This design comes from an exercise in tuning for small area, a short achievable clock period and few clock cycles on the open sky130 flow, not from production work.
For this run, only the layout was checked, not whether the RTL still works.
No activity file was given, so power comes from the tool's default toggle rates.

$ cat flow/constraint.sdc
create_clock -name core_clock -period 8.0 [get_ports {clk}]
set_input_delay 1.6000 -clock core_clock [delete_from_list [all_inputs] [get_ports {clk}]]
set_output_delay 1.6000 -clock core_clock [all_outputs]
set_load 0.01 [all_outputs]
$ cat flow/design.v
`default_nettype none
package cache_pkg;
    localparam int addr_w         = 16;
    localparam int word_w         = 32;
    localparam int offset_w       = 4;                 
    localparam int index_w        = 4;                 
    localparam int tag_w          = 8;
    localparam int line_bytes     = 16;
    localparam int line_w         = line_bytes * 8;    
    localparam int words_per_line = line_w / word_w;   
    localparam int bus_addr_w     = 32;
    typedef logic [addr_w-1:0]                     addr_t;
    typedef logic [tag_w-1:0]                      tag_t;
    typedef logic [index_w-1:0]                    index_t;
    typedef logic [$clog2(words_per_line)-1:0]     word_sel_t;
    typedef logic [word_w/8-1:0]                   byte_mask_t;
    typedef logic [word_w-1:0]                     word_t;
    typedef logic [line_w-1:0]                     line_t;
    typedef logic [line_bytes-1:0]                 line_strb_t;
    typedef struct packed {
        logic       r_en;
        byte_mask_t w_en;     
        addr_t      addr;
        word_t      wdata;
    } cpu_req_t;
    typedef struct packed {
        word_t rdata;
        logic  ready;         
    } cpu_rsp_t;
    typedef struct packed {
        logic [bus_addr_w-1:0] addr;
        logic                  valid;
    } mem_addr_t;             
    typedef struct packed {
        line_t data;
        logic  valid;
    } mem_rdata_t;
    typedef struct packed {
        line_t      data;
        line_strb_t strb;
        logic       valid;
    } mem_wdata_t;
endpackage
`default_nettype wire
`timescale 1ns/1ps
`default_nettype none
module write_lane (
    input  cache_pkg::byte_mask_t w_en,
    input  cache_pkg::word_sel_t  word_sel,
    input  cache_pkg::word_t      wdata,
    output cache_pkg::line_t      line,
    output cache_pkg::line_strb_t strb
);
    localparam int bytes_per_word = cache_pkg::word_w / 8;
    cache_pkg::word_t masked;
    always_comb begin
        for (int b = 0; b < bytes_per_word; b++) begin
            masked[b*8 +: 8] = w_en[b] ? wdata[b*8 +: 8] : 8'h00;    
        end
    end
    always_comb begin
        line = '0;
        strb = '0;
        for (int s = 0; s < cache_pkg::words_per_line; s++) begin
            if (word_sel == s) begin
                line[s*cache_pkg::word_w +: cache_pkg::word_w] = masked;
                strb[s*bytes_per_word +: bytes_per_word]       = w_en;
            end
        end
    end
endmodule
`default_nettype wire
`timescale 1ns/1ps
`default_nettype none
module tag_store (
    input  logic              clk,
    input  logic              rst,
    input  cache_pkg::index_t index,
    input  cache_pkg::tag_t   tag,
    input  logic              fill_en,
    output logic              hit
);
    localparam int num_lines = 2 ** cache_pkg::index_w;
    cache_pkg::tag_t        tags [num_lines];
    logic [num_lines-1:0]   valid;
    always_ff @(posedge clk) begin
        if (fill_en) begin
            tags[index] <= tag;
        end
    end
    always_ff @(posedge clk) begin
        if (rst) begin
            valid <= '0;                    
        end else if (fill_en) begin
            valid[index] <= 1'b1;
        end
    end
    assign hit = valid[index] && (tags[index] == tag);
endmodule
`default_nettype wire
`timescale 1ns/1ps
`default_nettype none
module line_store (
    input  logic                  clk,
    input  logic                  rst,
    input  cache_pkg::index_t     index,
    input  cache_pkg::word_sel_t  word_sel,
    input  logic                  fill_en,
    input  cache_pkg::line_t      fill_line,
    input  logic                  merge_en,
    input  cache_pkg::line_t      merge_line,
    input  cache_pkg::line_strb_t merge_strb,
    output cache_pkg::word_t      rdata
);
    localparam int num_lines      = 2 ** cache_pkg::index_w;
    localparam int words_per_line = cache_pkg::words_per_line;
    localparam int bytes_per_word = cache_pkg::word_w / 8;
    localparam int word_w         = cache_pkg::word_w;
    cache_pkg::word_t mem [num_lines][words_per_line];
    always_ff @(posedge clk) begin
        if (rst) begin
            for (int l = 0; l < num_lines; l++) begin
                for (int w = 0; w < words_per_line; w++) begin
                    mem[l][w] <= '0;
                end
            end
        end else if (fill_en) begin
            for (int w = 0; w < words_per_line; w++) begin
                mem[index][w] <= fill_line[w*word_w +: word_w];
            end
        end else if (merge_en) begin
            for (int w = 0; w < words_per_line; w++) begin
                for (int b = 0; b < bytes_per_word; b++) begin
                    if (merge_strb[w*bytes_per_word + b]) begin
                        mem[index][w][b*8 +: 8] <= merge_line[w*word_w + b*8 +: 8];
                    end
                end
            end
        end
    end
    assign rdata = mem[index][word_sel];    
endmodule
`default_nettype wire
`timescale 1ns/1ps
`default_nettype none
module cache_controller (
    input  logic                  clk,
    input  logic                  rst,
    input  logic                  r_en,
    input  cache_pkg::byte_mask_t w_en,
    input  logic                  hit,
    output logic                  ar_valid,
    input  logic                  ar_ready,
    input  logic                  r_valid,
    output logic                  r_ready,
    output logic                  aw_valid,
    input  logic                  aw_ready,
    output logic                  w_valid,
    input  logic                  w_ready,
    input  logic                  b_valid,
    output logic                  b_ready,
    output logic                  fill_en,
    output logic                  merge_en,
    output logic                  ready
);
    typedef enum logic [2:0] {
        idle,
        read_hit,
        read_addr,
        read_fill,
        write_send,
        write_resp_hit,
        write_resp_miss
    } state_t;
    state_t state;
    state_t next_state;
    logic   was_hit;        
    logic   wr_req;
    assign wr_req = |w_en;
    always_ff @(posedge clk) begin
        if (rst) begin
            state   <= idle;
            was_hit <= 1'b0;
        end else begin
            state <= next_state;
            if (state == idle) begin
                was_hit <= hit;
            end
        end
    end
    always_comb begin
        next_state = state;
        case (state)
            idle: begin
                if (r_en) begin
                    next_state = hit ? read_hit : read_addr;    
                end else if (wr_req) begin
                    next_state = write_send;
                end
            end
            read_hit:  next_state = idle;
            read_addr: if (ar_ready) next_state = read_fill;
            read_fill: if (r_valid) next_state = read_hit;      
            write_send: begin
                if (aw_ready && w_ready) begin
                    next_state = was_hit ? write_resp_hit : write_resp_miss;
                end
            end
            write_resp_hit:  if (b_valid) next_state = idle;
            write_resp_miss: if (b_valid) next_state = idle;
            default:         next_state = idle;
        endcase
    end
    always_comb begin
        ar_valid = 1'b0;
        r_ready  = 1'b0;
        aw_valid = 1'b0;
        w_valid  = 1'b0;
        b_ready  = 1'b0;
        fill_en  = 1'b0;
        merge_en = 1'b0;
        ready    = 1'b0;
        case (state)
            read_hit:  ready = 1'b1;
            read_addr: ar_valid = 1'b1;
            read_fill: begin
                r_ready = 1'b1;
                fill_en = r_valid;      
            end
            write_send: begin
                aw_valid = 1'b1;
                w_valid  = 1'b1;
            end
            write_resp_hit: begin
                b_ready  = 1'b1;
                merge_en = b_valid;     
                ready    = b_valid;
            end
            write_resp_miss: begin
                b_ready = 1'b1;
                ready   = b_valid;      
            end
            default: ;
        endcase
    end
endmodule
`default_nettype wire
`timescale 1ns/1ps
`default_nettype none
module cache_top (
    input  logic          clk,
    input  logic          rst,
    input  logic          req_r_en,
    input  logic [3:0]    req_w_en,
    input  logic [15:0]   req_addr,
    input  logic [31:0]   req_wdata,
    output logic [31:0]   rsp_rdata,
    output logic          rsp_ready,
    output logic [31:0]   ar_addr,
    output logic          ar_valid,
    input  logic          ar_ready,
    input  logic [127:0]  r_data,
    input  logic          r_valid,
    output logic          r_ready,
    output logic [31:0]   aw_addr,
    output logic          aw_valid,
    input  logic          aw_ready,
    output logic [127:0]  w_data,
    output logic [15:0]   w_strb,
    output logic          w_valid,
    input  logic          w_ready,
    input  logic          b_valid,
    output logic          b_ready
);
    localparam int sel_lsb = $clog2(cache_pkg::word_w / 8);
    cache_pkg::tag_t              tag;
    cache_pkg::index_t            index;
    cache_pkg::word_sel_t         word_sel;
    logic [cache_pkg::bus_addr_w-1:0] line_addr;
    assign tag      = req_addr[cache_pkg::addr_w-1 -: cache_pkg::tag_w];
    assign index    = req_addr[cache_pkg::offset_w +: cache_pkg::index_w];
    assign word_sel = req_addr[sel_lsb +: $clog2(cache_pkg::words_per_line)];
    assign line_addr = {{(cache_pkg::bus_addr_w - cache_pkg::addr_w){1'b0}},
                        req_addr[cache_pkg::addr_w-1:cache_pkg::offset_w],
                        {cache_pkg::offset_w{1'b0}}};
    cache_pkg::line_t      lane_line;
    cache_pkg::line_strb_t lane_strb;
    cache_pkg::word_t      rdata;
    logic                  hit;
    logic                  fill_en;
    logic                  merge_en;
    logic                  ready;
    logic                  ar_valid_i;
    logic                  aw_valid_i;
    logic                  w_valid_i;
    write_lane u_write_lane (
        .w_en     (req_w_en),
        .word_sel (word_sel),
        .wdata    (req_wdata),
        .line     (lane_line),
        .strb     (lane_strb)
    );
    tag_store u_tag_store (
        .clk     (clk),
        .rst     (rst),
        .index   (index),
        .tag     (tag),
        .fill_en (fill_en),
        .hit     (hit)
    );
    line_store u_line_store (
        .clk        (clk),
        .rst        (rst),
        .index      (index),
        .word_sel   (word_sel),
        .fill_en    (fill_en),
        .fill_line  (r_data),
        .merge_en   (merge_en),
        .merge_line (lane_line),
        .merge_strb (lane_strb),
        .rdata      (rdata)
    );
    cache_controller u_cache_controller (
        .clk      (clk),
        .rst      (rst),
        .r_en     (req_r_en),
        .w_en     (req_w_en),
        .hit      (hit),
        .ar_valid (ar_valid_i),
        .ar_ready (ar_ready),
        .r_valid  (r_valid),
        .r_ready  (r_ready),
        .aw_valid (aw_valid_i),
        .aw_ready (aw_ready),
        .w_valid  (w_valid_i),
        .w_ready  (w_ready),
        .b_valid  (b_valid),
        .b_ready  (b_ready),
        .fill_en  (fill_en),
        .merge_en (merge_en),
        .ready    (ready)
    );
    assign ar_addr   = line_addr;
    assign ar_valid  = ar_valid_i;
    assign aw_addr   = line_addr;
    assign aw_valid  = aw_valid_i;
    assign w_data    = lane_line;
    assign w_strb    = lane_strb;
    assign w_valid   = w_valid_i;
    assign rsp_rdata = rdata;
    assign rsp_ready = ready;
endmodule
`default_nettype wire
$ cat flow/run.sh
#!/bin/bash
# synth_recipe.tcl (not shown) runs the flow's synth.tcl, then flattens the netlist and writes it again
# the make line also repeats each setting of config.mk as NAME=value (left out here)
make -C /OpenROAD-flow-scripts/flow DESIGN_CONFIG=/design/flow/config.mk WORK_HOME=/design/flow/orfs CLKGATE_MAP_FILE= SYNTH_SCRIPT=/design/flow/synth_recipe.tcl finish
$ cat flow/config.mk
export PLATFORM = sky130hd
export DESIGN_NAME = cache_top
export DESIGN_NICKNAME = cache_top
export VERILOG_FILES = /design/flow/design.v
export SDC_FILE = /design/flow/constraint.sdc
export NUM_CORES = 4
export LEC_CHECK = 0
export CAP_MARGIN = 20
export CORE_MARGIN = 2
export CORE_UTILIZATION = 40
export SLEW_MARGIN = 20
==> run notes <==
The run finished with no timing, DRC or antenna violations. The number of failing hold endpoints at the final stage came out at 0. The share of total power in the clock network came out at 40.6%.

The part of the total power dissipated in combinational logic is 9.5%. After synthesis, the cell types taking the most area are sky130_fd_sc_hd__edfxtp_1 67%, sky130_fd_sc_hd__mux4_2 15%, sky130_fd_sc_hd__nor2_1 8.1%. The global-route congestion overflow total is 0.

The total wirelength of the detailed-routed design came out at 333000 µm. The signed area change from the synthesized netlist to the final layout came out at 17.2%. During placement, the flow inserted port buffers numbering 391. The share of layout cells above drive strength 1 is 19.6%. The number of enable flip-flop cells after synthesis is 2176.

The pin count of the biggest net entering global routing came out at 89. The startpoint type of the worst setup path is an input pin. The number of buffers between clock root and the deepest sink came out at 3. The first routing iteration left 9590 violations. The power density of the placed cells came out at 229 nW/µm². The slew of the pin with the lowest slew margin came out at 1230 ps. The routability congestion estimate is 0.836. The width of the chip came out at 499 µm. The max-capacitance violation count came out at 0. The synthesized area per cell is 14.9 µm². The setup violation total in the final timing report came out at 0.

The number of I/O pins is 434. The first TritonRoute pass finished after 6 iterations. Data on the critical path is required at its endpoint by 6400 ps.

sky130_fd_sc_hd__edfxtp_1 is the most common cell in the netlist. The number of fill cells came out at 21100. In this run the vertical extent of the chip is 499 µm.

The final critical path takes up 85.2% of the cycle. The data arrival at the endpoint of the critical path came out at 5220 ps. The setup TNS is 0 ps. The internal power of the cells totals 19.9 mW.

Post-CTS timing repair inserted 0 buffers for setup. For this run, the number of Yosys warnings is 4. In this run switching power makes up 24.1% of total power.

Along the worst path, the maximum fanout reaches 54. Summing every instance area after synthesis gives 97800 µm². The worst reg2reg path startpoint is u_cache_controller.state[1]. The sequential element share of the synthesized area came out at 67.2%. In this run the tightest slew margin relative to its limit is 17.6%. In this run the static leakage power is 39.8 nW. Summed over all nets, the switching power comes to 6.34 mW. TritonCTS created 227 clock buffers.

The worst min-delay path category is reg -> reg. The number of clock sinks seen by CTS came out at 2196. The post-synthesis async set-or-reset flop share came out at 0%.

The total DRC errors in the routed layout came out at 0. The first-pass GRT wire length is 460000 µm. The total routing usage reported by global routing is 26.2%. The area fraction of the dominant cell type after synthesis is 66.8%. TritonCTS built the clock tree. The nature of the critical path endpoint is an output port. The detailed-route wire length per cell is 32.1 µm. The area of the core is 243000 µm². Sequential cells account for 49.9% of the total power. After clock tree synthesis, the repair step resized 0 gates. The number of antenna violations at the first check in global routing came out at 15.

The worst-case IR drop observed on VDD is 0.212 mV. The number of flip-flops and latches in the synthesized netlist came out at 2196. Of all cell types, the one taking the most synthesized area is sky130_fd_sc_hd__edfxtp_1. The initial utilization of the core area, before any placement, comes to 40.2%. The tree is rooted in a sky130_fd_sc_hd__clkbuf_16.

The residual antenna-violating net count after detailed routing came out at 0. The count of H-tree levels built during CTS is 4. The die covers 249000 µm². Among all flip-flop cells after synthesis, the most frequent one is sky130_fd_sc_hd__edfxtp_1. The power after layout is 26.3 mW.

Setup repair after global routing left no endpoint under its margin. The number of nets in the layout came out at 7165. The clock latency on the worst-skew pair came out at 900 ps. After routing the design area is 115000 µm². The routed layout has 62600 vias.

The cts-stage hold buffer count came out at 0. In the routed layout, each cell is associated on average with a via count of 6.04. The post-synthesis cell type count is 57.

The cell count after synthesis came out at 6546. The worst hold path begins at u_tag_store.valid[15]. The worst setup path is of the in -> out kind. The cell row count came out at 181.

The minimum clock period after layout came out at 6820 ps. After clock tree synthesis, the clock-pin slew on the worst setup and hold paths is 60 ps. The launch point of the critical path is req_addr[2]. The final HPWL from detailed placement is 198000 µm. The number of slew-limit violations in the final report was 0. The worst clock skew came out at 35.9 ps. Sorting the synthesized cells by how often they occur yields 2176 x sky130_fd_sc_hd__edfxtp_1, 2118 x sky130_fd_sc_hd__nor2_1, 664 x sky130_fd_sc_hd__mux4_2. The maximum operating frequency came out at 147 MHz. The placed standard-cell area came out at 107000 µm².

The number of global-route vias before repair came out at 62400.
==> per-layer routing <==
| metal | global-route usage, % | up-vias | wire length (µm) |
|---|---|---|---|
| met1 | 34.2 | 32400 | 120000 |
| met3 | 6.50 | 749 | 39700 |
| met5 | 0 | - | 43 |
| li1 | - | 25200 | - |
| met2 | 42.3 | 4328 | 159000 |
| met4 | 10.5 | 8 | 14400 |
==> state kept, by name (all words and copies together) (netlist names) <==
signal                      count
u_cache_controller.state        3
u_tag_store.tags              128
u_line_store.mem             2048
u_cache_controller.was_hit      1
u_tag_store.valid              16
==> final timing paths <==
check,end,slack [ps],cells past startpoint
worst max register to register,u_line_store.mem[9][20],3120,7
worst min register to register,u_tag_store.valid[15],480,2
worst max-delay path,rsp_rdata[24],1180,7
worst min-delay path,u_tag_store.valid[15],480,2
==> per-stage QoR <==
step	hold WS [ps]	std cells	worst slack [ps]	utilization, %
6_report	478	10400	1180	47.1
5_1_grt	504	10400	1040	47.1
3_5_place_dp	460	9939	1140	44.0
3_3_place_gp	452	9933	1140	43.9
2_1_floorplan	431	6585	2560	-
4_1_cts	476	10400	1150	47.1
==> final cells by class <==
class,count,area [µm²],area share [%]
Inverter,7,35.0,0.0306
Tap cell,3202,4010,3.50
Clock buffer,286,5990,5.22
Multi-Input combinational cell,3910,31300,27.3
Sequential cell,2196,65700,57.4
Clock inverter,139,1430,1.24
Antenna cell,4,10.0,0.00873
Timing Repair Buffer,630,6090,5.32
==> cells by family after synthesis <==
family	share of synthesized area (%)
simple gates	12.3
flops	67.2
mux	17.0
buf+inv	2.44
compound gates	0.820
xor+xnor	0.125
fa+ha+maj	0.0640
other cells	0.00383
==> cell usage in the layout (no fill, tap or decap), types with 40 or more instances in the layout <==
cell / Yosys / final
sky130_fd_sc_hd__clkinv_1: 0 / 47
sky130_fd_sc_hd__conb_1: 1 / 40
sky130_fd_sc_hd__mux2i_4: 0 / 99
sky130_fd_sc_hd__buf_4: 81 / 213
sky130_fd_sc_hd__nand2b_1: 264 / 263
sky130_fd_sc_hd__nand2_1: 322 / 321
sky130_fd_sc_hd__and3_1: 102 / 102
sky130_fd_sc_hd__edfxtp_1: 2176 / 2176
sky130_fd_sc_hd__nor2_1: 2118 / 2105
sky130_fd_sc_hd__clkbuf_1: 167 / 55
sky130_fd_sc_hd__clkbuf_16: 0 / 231
sky130_fd_sc_hd__and2_1: 43 / 43
sky130_fd_sc_hd__mux4_2: 664 / 664
sky130_fd_sc_hd__clkdlybuf4s50_1: 0 / 383
sky130_fd_sc_hd__clkinv_2: 0 / 41
==> worst max-delay path, cell delays in order <==
cell	delay, ps
sky130_fd_sc_hd__buf_8	520
sky130_fd_sc_hd__buf_4	610
sky130_fd_sc_hd__mux4_2	630
sky130_fd_sc_hd__mux4_2	460
sky130_fd_sc_hd__o21ai_0	370
sky130_fd_sc_hd__o21ai_0	260
sky130_fd_sc_hd__clkdlybuf4s50_1	590
==> power groups by stage <==
stage                     combinational (mW)  sequential, mW  clock (mW)
after global routing                    2.54            13.1        11.1
after detailed placement                2.45            13.3           0
after floorplan                         1.29            13.3           0
after CTS                               2.46            13.1        10.7
after global placement                  2.43            13.3           0
final                                   2.49            13.1        10.7

[static timing again, ports no longer ideal]
No port has a modelled driver above. Below, the same layout with a new extraction and two added sets of constraints. Step 1: set_driving_cell puts a clkbuf_16 on clk and a buf_2 on each other input, an assumption about the parent block. Step 2 also shifts input and output timing later by t, the mid clock arrival at the registers, as if the neighbouring blocks saw the same clock. Slacks: no drivers / after step 1 / after step 2; pairs: no drivers / after step 1.
shift t [ns]: 0.967
setup slack, ns: 1.185 / 1.125 / 1.125
hold WS [ns]: 0.478 / 0.478 / 0.478
slew at the worst register clock pin (ns): 0.07 / 0.07
cell pins on the clock port's net: 1
After both steps setup and hold are still met in this run. The setup slack of this run moves by -0.060 ns with the drivers and by -0.060 ns with both steps.
